This design comes from an exercise in tuning for small area, a short achievable clock period and few clock cycles on the open sky130 flow, not from production work.
Only simulation tests tie the RTL to the original design; equivalence was not proved.

==> run C <==
==> flow/design.v (excerpt) <==
module backprop_top (
  input  logic                    dtb,
  input  logic                    rst_n,
  input  logic                    sample_valid,
  input  logic                    drain_start,
  input  logic [2*16-1:0] x,
  input  logic [2*16-1:0] y_hid,
  input  logic [2*16-1:0] y_out,
  input  logic [2*16-1:0] target,
  input  logic [(2 * 2 + 2 * 2)*16-1:0] w,
  input  logic [(2 + 2)*16-1:0] b,
  output logic                    param_valid,
  output logic                    busy,
  output logic                    drain_done,
  output logic [4-1:0]      param_index,
  output logic [16-1:0]        param_value,
  output logic [16-1:0]        cost
);
  localparam int N = 16;
  logic clr1, clr2, clr3;
  logic [4-1:0] cnt;
  backprop_ctrl u_ctrl (
    .dtb          (dtb),
    .rst_n        (rst_n),
    .sample_valid (sample_valid),
    .drain_start  (drain_start),
    .clr1         (clr1),
    .clr2         (clr2),
    .clr3         (clr3),
    .cnt          (cnt),
    .param_valid  (param_valid),
    .busy         (busy),
    .drain_done   (drain_done)
  );
  assign param_index = cnt;
  logic [2*N-1:0] diff_in;
  logic [2-1:0]   yneg_in;
  logic [N-1:0]        d1 [2];
  logic [N-1:0]        eo1 [2];       
  logic [N-1:0]        x1 [2];
  logic [23:0]         h1e_in [2];
  logic [23:0]         h1e [2];        
  logic [23:0]         we_in [2*2];
  logic [23:0]         we1   [2*2];  
  for (genvar j = 0; j < 2; j++) begin : g_hej
    bp_benc u_enc (.b(y_hid[j*N +: N]), .g(1'b1), .e(h1e_in[j]));
  end
  for (genvar k = 0; k < 2; k++) begin : g_wek
    for (genvar j = 0; j < 2; j++) begin : g_wej
      bp_benc u_enc (
        .b (w[(2*2 + k*2 + j)*N +: N]),
        .g (~y_out[k*N + N-1] & ~y_hid[j*N + N-1]),
        .e (we_in[k*2 + j])
      );
    end
  end
  loss_unit u_loss (
    .y_out  (y_out),
    .target (target),
    .diff   (diff_in),
    .y_neg  (yneg_in)
  );
  logic accept;
  assign accept = sample_valid & ~busy;
  always_ff @(posedge dtb or negedge rst_n) begin
    if (!rst_n) begin
      for (int k = 0; k < 2; k++) d1[k] <= '0;
      for (int k = 0; k < 2; k++) eo1[k] <= '0;
    end else begin
      for (int k = 0; k < 2; k++) d1[k] <= accept ? diff_in[k*N +: N] : '0;
      for (int k = 0; k < 2; k++) eo1[k] <= (accept & ~yneg_in[k]) ? diff_in[k*N +: N] : '0;
    end
  end
  always_ff @(posedge dtb) begin
  ...
clock: 22.0 ns
lec_check: 0
abc_area: 1
cap_margin: 20
core_margin: 2
core_utilization: 55
place_density: 0.7
slew_margin: 20
standard.sh (not shown) runs the stock make flow with config.mk's settings and CLKGATE_MAP_FILE= SYNTH_SCRIPT=/design/flow/synth_recipe.tcl, a recipe that flattens the netlist after the stock synthesis.
==> flow/flow/run.sh <==
#!/bin/bash
# The standard layout (standard.sh, with the standard synthesis), made with
# three changes in how it is made; the constraints are the design's:
# - after the standard synthesis, fapol.py removes the inverters between full
#   adders (a full adder with all inputs complemented gives both outputs
#   complemented), which leaves the function unchanged and keeps every register;
# - the port buffers that buffer_ports adds are buf_2 cells, not its default
#   choice (a slow delay buffer);
# - repair_timing aims for SETUP_SLACK_MARGIN ns of setup slack beyond the
#   constraint, so that it sizes and buffers the paths that set the period.
# Each step's whole output goes to a log of its own here; ORFS keeps its
# per-step logs under orfs/logs.
set -euo pipefail
cd "$(dirname "$0")/.."
export BUFFER_PORTS_ARGS="-buffer_cell sky130_fd_sc_hd__buf_2"
export SETUP_SLACK_MARGIN=16.3
R=orfs/results/${FLOW_PLATFORM:-sky130hd}/backprop_top/base
bash standard.sh synth > synth.log 2>&1
cp $R/1_2_yosys.v synth_netlist.v
if python3 flow/fapol.py synth_netlist.v fapol_netlist.v > fapol.log 2>&1; then
  cp fapol_netlist.v $R/1_2_yosys.v
  rm -f $R/1_synth.odb $R/1_synth.sdc
fi
bash standard.sh finish > standard.log 2>&1
Other scripts of this flow, unchanged in this note and not shown: flow/flow/fapol.py
==> inputs of run K, as changes to run C <==
--- a/flow/config.mk
+++ b/flow/config.mk
@@ -6,8 +6,8 @@
 export NUM_CORES = 4
 export LEC_CHECK = 0
 export ABC_AREA = 1
-export CAP_MARGIN = 20
+export CAP_MARGIN = 40
 export CORE_MARGIN = 2
 export CORE_UTILIZATION = 55
 export PLACE_DENSITY = 0.7
-export SLEW_MARGIN = 20
+export SLEW_MARGIN = 60
==> qor summary <==
metric	run C	run K
Result of the run	timing/DRC/antenna clean	timing/DRC/antenna clean
Final instance count without filler cells	13400	13400
Terminus of the critical flop-to-flop path	acc_w2[0][14]	acc_w2[2][15]
Maximum clock rate	176 MHz	175 MHz
Total of cells resized after clock tree synthesis	23	24
Fraction of layout instances using a drive strength above 1	8.58%	9.40%
Overall via count from detail_route	84400	85200
Portion of the layout cell area used by clock cells	2.99%	3.05%
Clock buffer count	113	112
Worst max-slew margin expressed relative to the limit	17.7%	55.7%
Post-layout min period	5690 ps	5720 ps
Register Area	14600 um2	14700 um2
Final worst-path cycle share	25.9%	26.0%
Count of plain and timing-repair buffers in the layout	569	550
Average via count per standard cell	6.28	6.36
Total global routing track utilization	40.0%	40.6%
Final Util	59.5%	59.6%
Testbench counts of run C, summed over its fixed seeds: cycles 7,460.
Testbench counts of run K, summed over its fixed seeds: cycles 7,460.


==> inputs of wip/amber <==
Another version of the RTL of backprop_top (not shown whole).
==> flow/config.mk <==
export PLATFORM = sky130hd
export DESIGN_NAME = backprop_top
export DESIGN_NICKNAME = backprop_top
export VERILOG_FILES = /design/flow/design.v
export SDC_FILE = /design/flow/constraint.sdc
export NUM_CORES = 4
export LEC_CHECK = 0
export ABC_AREA = 1
export CAP_MARGIN = 20
export CORE_MARGIN = 2
export CORE_UTILIZATION = 40
export SLEW_MARGIN = 20
==> flow/constraint.sdc <==
create_clock -name core_clock -period 22.0 [get_ports {dtb}]
set_input_delay 4.4000 -clock core_clock [delete_from_list [all_inputs] [get_ports {dtb}]]
set_output_delay 4.4000 -clock core_clock [all_outputs]
set_load 0.01 [all_outputs]
run.sh (not shown) runs the stock make flow with config.mk's settings and CLKGATE_MAP_FILE= SYNTH_SCRIPT=/design/flow/synth_recipe.tcl, a recipe that flattens the netlist after the stock synthesis.
Stock flow here: none of the scripts above is used.
==> inputs of wip/cedar, as changes to wip/amber <==
--- a/flow/config.mk
+++ b/flow/config.mk
@@ -10,3 +10,4 @@
 export CORE_MARGIN = 2
 export CORE_UTILIZATION = 40
 export SLEW_MARGIN = 20
+export SYNTH_HIERARCHICAL = 1
==> out/qor_table.md <==
| Step | Quantity | Reported |
|:---|:---|:---|
| grt | M1 GR Usage | 40.7% |
| die | Die Outline Area | 237000 sq um |
| synthesis | Gate count of the mapped netlist | 11700 |
| grt | All-layer global routing usage | 30.9% |
| run status | Status | timing/DRC/antenna clean |
| final layout | Layout fillers | 23100 |
| clocking | Inserted Clock Buffers | 72 |
| critical path | CP Cell Sequence | buf_4, nor2_2, buf_4, nand2_1, or2_2, o21ai_0, xnor2_1, fa_1, fa_1, fa_1, inv_1, fa_1, inv_1, fa_1, fa_1, ha_1, a21oi_1, o21ai_0, nand2_1, o311ai_0, a21oi_1, nand3_1, nand2_1, inv_1 |
| critical path | Number of buffers and inverters on the critical path | 5 |
the above is filed under wip/amber

==> out/qor_table.md <==
| Step | Quantity | Reported |
|:---|:---|:---|
| critical path | CP Cell Sequence | buf_4, nor2_2, nand2_1, o21a_1, o22ai_1, xor2_1, fa_1, fa_1, fa_1, fa_1, fa_1, fa_1, ha_1, nand2_1, nor2_1, inv_1, nor3_1, nand3_1, nand4_1, nand2_1 |
| synthesis | Gate count of the mapped netlist | 13500 |
| critical path | Critical Path Source Type | flop |
| die | Die Outline Area | 260000 sq um |
| die | Total number of placement rows | 185 |
| critical path | Arrival time of data at the critical path endpoint | 7.93 ns |
| clocking | Inserted Clock Buffers | 71 |
| run status | Status | timing/DRC/antenna clean |
| final layout | Layout fillers | 26100 |
| grt | All-layer global routing usage | 28.2% |
| die | Height of the die | 510 um |
| grt | M1 GR Usage | 37.0% |
the above is filed under wip/cedar

Testbench counts of wip/amber, summed over its fixed seeds: cycles 7,332.
Testbench counts of wip/cedar, summed over its fixed seeds: cycles 7,332.


==> inputs of pepper <==
Another version of the RTL of backprop_top (not shown whole).
Settings: LEC_CHECK=0, ABC_AREA=1, CAP_MARGIN=40, CORE_MARGIN=2, CORE_UTILIZATION=55, PLACE_DENSITY=0.7, SLEW_MARGIN=60; clock period 22.0 ns.
standard.sh (not shown) runs the stock make flow with config.mk's settings and CLKGATE_MAP_FILE= SYNTH_SCRIPT=/design/flow/synth_recipe.tcl, a recipe that flattens the netlist after the stock synthesis.
==> flow/flow/run.sh <==
#!/bin/bash
# The standard layout (standard.sh, with the standard synthesis), made with
# three changes in how it is made; the constraints are the design's:
# - after the standard synthesis, fapol.py removes the inverters between full
#   adders (a full adder with all inputs complemented gives both outputs
#   complemented), which leaves the function unchanged and keeps every register;
# - the port buffers that buffer_ports adds are buf_2 cells, not its default
#   choice (a slow delay buffer);
# - repair_timing aims for SETUP_SLACK_MARGIN ns of setup slack beyond the
#   constraint, so that it sizes and buffers the paths that set the period.
# Each step's whole output goes to a log of its own here; ORFS keeps its
# per-step logs under orfs/logs.
set -euo pipefail
cd "$(dirname "$0")/.."
export BUFFER_PORTS_ARGS="-buffer_cell sky130_fd_sc_hd__buf_2"
export SETUP_SLACK_MARGIN=16.8
R=orfs/results/${FLOW_PLATFORM:-sky130hd}/backprop_top/base
bash standard.sh synth > synth.log 2>&1
cp $R/1_2_yosys.v synth_netlist.v
if python3 flow/fapol.py synth_netlist.v fapol_netlist.v > fapol.log 2>&1; then
  cp fapol_netlist.v $R/1_2_yosys.v
  rm -f $R/1_synth.odb $R/1_synth.sdc
fi
bash standard.sh finish > standard.log 2>&1
Other scripts of this flow, unchanged in this note and not shown: flow/flow/fapol.py
==> indigo (differences from pepper) <==
--- a/flow/flow/run.sh
+++ b/flow/flow/run.sh
@@ -14,5 +14,5 @@
 cd "$(dirname "$0")/.."
 export BUFFER_PORTS_ARGS="-buffer_cell sky130_fd_sc_hd__buf_2"
-export SETUP_SLACK_MARGIN=16.8
+export SETUP_SLACK_MARGIN=16.3
 R=orfs/results/${FLOW_PLATFORM:-sky130hd}/backprop_top/base
 bash standard.sh synth > synth.log 2>&1
==> run notes <==
FINISH
-------------------------------------------------------------
Final Instance Count excl. Fillers .............       13.51k
Number of clock buffer instances in the layout .          114

STATUS
-------------------------------------------------------------
Outcome ........................................ complete, no violations

STA
-------------------------------------------------------------
Slew Limit Headroom ............................       57.84%

PLACE
-------------------------------------------------------------
RD Place Congestion ............................        1.008
Placed cells ...................................       13.27k

ROUTING
-------------------------------------------------------------
Detailed Route Iter0 Violations ................       10.42k

WORST SETUP PATH
-------------------------------------------------------------
Reg-to-reg setup timing slack ..................     16.90 ns

CLOCK TREE
-------------------------------------------------------------
TritonCTS Buffers ..............................           88

GLOBAL ROUTE
-------------------------------------------------------------
Wire length of the first global-routing pass ...   549,500 um

-- figures above: pepper

==> run notes <==
PLACE
-------------------------------------------------------------
RD Place Congestion ............................        1.033
Placed cells ...................................       13.26k

STATUS
-------------------------------------------------------------
Outcome ........................................ complete, no violations

FINISH
-------------------------------------------------------------
Number of clock buffer instances in the layout .          112
Final Instance Count excl. Fillers .............       13.46k

CLOCK TREE
-------------------------------------------------------------
Clock tree from TritonCTS ......................        built
TritonCTS Buffers ..............................           91

WORST SETUP PATH
-------------------------------------------------------------
Reg-to-reg setup timing slack ..................     16.43 ns
Startpoint of the most critical setup path ..... u_ctrl.param_valid

STA
-------------------------------------------------------------
Slew Limit Headroom ............................       55.41%

LOGIC SYNTHESIS
-------------------------------------------------------------
Net Count, Synth ...............................       13.34k

GLOBAL ROUTE
-------------------------------------------------------------
Wire length of the first global-routing pass ...   551,500 um

ROUTING
-------------------------------------------------------------
Detailed Route Iter0 Violations ................       10.08k

-- figures above: indigo

Testbench counts of pepper, summed over its fixed seeds: cycles 7,460.
Testbench counts of indigo, summed over its fixed seeds: cycles 7,460.


==> yarrow <==
Another version of the RTL of backprop_top (not shown whole).
## backprop_top
module backprop_top (
  input  logic                    dtb,
  input  logic                    rst_n,
  input  logic                    sample_valid,
  input  logic                    drain_start,
  input  logic [2*16-1:0] x,
  input  logic [2*16-1:0] y_hid,
  input  logic [2*16-1:0] y_out,
  input  logic [2*16-1:0] target,
  input  logic [(2 * 2 + 2 * 2)*16-1:0] w,
  input  logic [(2 + 2)*16-1:0] b,
  output logic                    param_valid,
  output logic                    busy,
  output logic                    drain_done,
  output logic [4-1:0]      param_index,
  output logic [16-1:0]        param_value,
  output logic [16-1:0]        cost
);
clock: 22.0 ns
lec_check: 0
abc_area: 1
cap_margin: 40
core_margin: 2
core_utilization: 55
place_density: 0.7
slew_margin: 60
==> flow/flow/run.sh <==
#!/bin/bash
# The standard layout (standard.sh, with the standard synthesis), made with
# two changes in how timing is repaired; the constraints are the design's:
# - the port buffers that buffer_ports adds are buf_2 cells, not its default
#   choice (a slow delay buffer);
# - repair_timing aims for SETUP_SLACK_MARGIN ns of setup slack beyond the
#   constraint, so that it sizes and buffers the paths that set the period.
# The whole make output goes to standard.log; ORFS keeps its per-step logs
# under orfs/logs.
set -euo pipefail
cd "$(dirname "$0")/.."
export BUFFER_PORTS_ARGS="-buffer_cell sky130_fd_sc_hd__buf_2"
export SETUP_SLACK_MARGIN=15.8
bash standard.sh > standard.log 2>&1
==> raven (differences from yarrow) <==
==> flow/run.sh (new file) <==
#!/bin/bash
# synth_recipe.tcl (not shown) runs the flow's synth.tcl, then flattens the netlist and writes it again
# the make line also repeats each setting of config.mk as NAME=value (left out here)
make -C /OpenROAD-flow-scripts/flow DESIGN_CONFIG=/design/flow/config.mk WORK_HOME=/design/flow/orfs CLKGATE_MAP_FILE= SYNTH_SCRIPT=/design/flow/synth_recipe.tcl finish
--- a/flow/config.mk
+++ b/flow/config.mk
@@ -6,8 +6,7 @@
 export NUM_CORES = 4
 export LEC_CHECK = 0
 export ABC_AREA = 1
-export CAP_MARGIN = 40
+export CAP_MARGIN = 20
 export CORE_MARGIN = 2
-export CORE_UTILIZATION = 55
-export PLACE_DENSITY = 0.7
-export SLEW_MARGIN = 60
+export CORE_UTILIZATION = 40
+export SLEW_MARGIN = 20
removed: flow/flow/run.sh
removed: flow/standard.sh
==> summary.md <==
| Metric | Value |
|---|---|
| Leading cell types in the layout, fill and taps excluded | sky130_fd_sc_hd__inv_1 (2238), sky130_fd_sc_hd__xor2_1 (1592), sky130_fd_sc_hd__nand2_1 (1476), sky130_fd_sc_hd__o22ai_1 (1289), sky130_fd_sc_hd__fa_1 (1217) |
| Fillcell total | ~16000 |
| Hold Slack | between 0.3 and 0.4 ns |
| Slew at the pin with the worst max-slew slack | 0.638 ns |
| Setup Crit Path Kind | register to register |
| Worst Path Buf+Inv | 5 |
| Final worst-path cycle share | between 20% and 30% |
| Max stage delay on crit path | 0.52 ns |
| Row Count | between 150 and 200 |
| Clock buffer count from CTS | slightly above 80 |
| Outcome | timing/DRC/antenna clean |
| Number of antenna violations at the first check in global routing | 46 |
| Arr. time, crit path | 6.77 ns |
| CP Cell Sequence | buf_4 -> nor2_1 -> nor2_2 -> inv_4 -> o22ai_1 -> xor2_1 -> fa_1 -> fa_1 -> inv_1 -> fa_1 -> inv_1 -> fa_1 -> inv_1 -> ha_1 -> nand2_1 -> nor2_1 -> nand4_1 -> o21bai_1 -> nand2_1 -> o21ai_0 -> xor2_1 |
| Area of the multi-input gates | 0.0752 mm2 |
| Global-route met1 utilization | between 50 and 60% |
| Fraction of layout instances using a drive strength above 1 | just under 8% |
| Worst flop-to-flop path endpoint | acc_w1[0][13] |
| Reg2Reg Launch Point | x3[0][1] |
-- figures above: yarrow

==> summary.md <==
| Metric | Value |
|---|---|
| Clock buffer count from CTS | between 80 and 90 |
| Arr. time, crit path | ~2.4 ns |
| Reg2Reg Launch Point | u_ctrl.cnt[2] |
| Worst flop-to-flop path endpoint | pv_r[15] |
| Fraction of layout instances using a drive strength above 1 | 3.93% |
| Fillcell total | roughly 25000 |
| Row Count | approximately 180 |
| Outcome | timing/DRC/antenna clean |
| CP Cell Sequence | clkdlybuf4s50_1 |
| Worst Path Buf+Inv | 1 |
| Number of antenna violations at the first check in global routing | 34 |
-- figures above: raven

Testbench counts of yarrow, summed over its fixed seeds: cycles 7,460.
Testbench counts of raven, summed over its fixed seeds: cycles 7,460.

static timing again, ports no longer ideal:
The flow's constraints put no driver on any port. The routed layouts listed below were extracted and timed again, unchanged, in two steps. Step 1 (the two cells are an assumption about what drives the block):
set clk [get_ports {dtb}]
set_driving_cell -lib_cell sky130_fd_sc_hd__clkbuf_16 $clk
set_driving_cell -lib_cell sky130_fd_sc_hd__buf_2 [delete_from_list [all_inputs] $clk]
Step 2 also shifts input and output timing later by t, the mid clock arrival at the registers, as if the neighbouring blocks saw the same clock. Slacks: ideal / step 1 / step 2; pairs: ideal / step 1.
run | t (ns) | slack for setup (ns) | worst setup path at the end
run C | 0.808 | 16.312 / 16.223 / 15.705 | input to register
run K | 0.839 | 16.277 / 16.183 / 15.669 | input to register
wip/amber | 0.842 | 14.707 / 14.707 / 14.707 | register to register
wip/cedar | 0.814 | 14.685 / 14.685 / 14.685 | register to register
pepper | 0.847 | 16.226 / 16.134 / 15.681 | input to register
indigo | 0.835 | 16.240 / 16.145 / 15.667 | input to register
yarrow | 0.834 | 15.884 / 15.828 / 15.378 | input to register
raven | 0.843 | 15.199 / 15.096 / 15.199 | register to register
After both steps every run listed still meets setup and hold. For run K, which loses most, drivers alone change the setup slack by -0.094 ns; drivers and shift together by -0.608 ns.
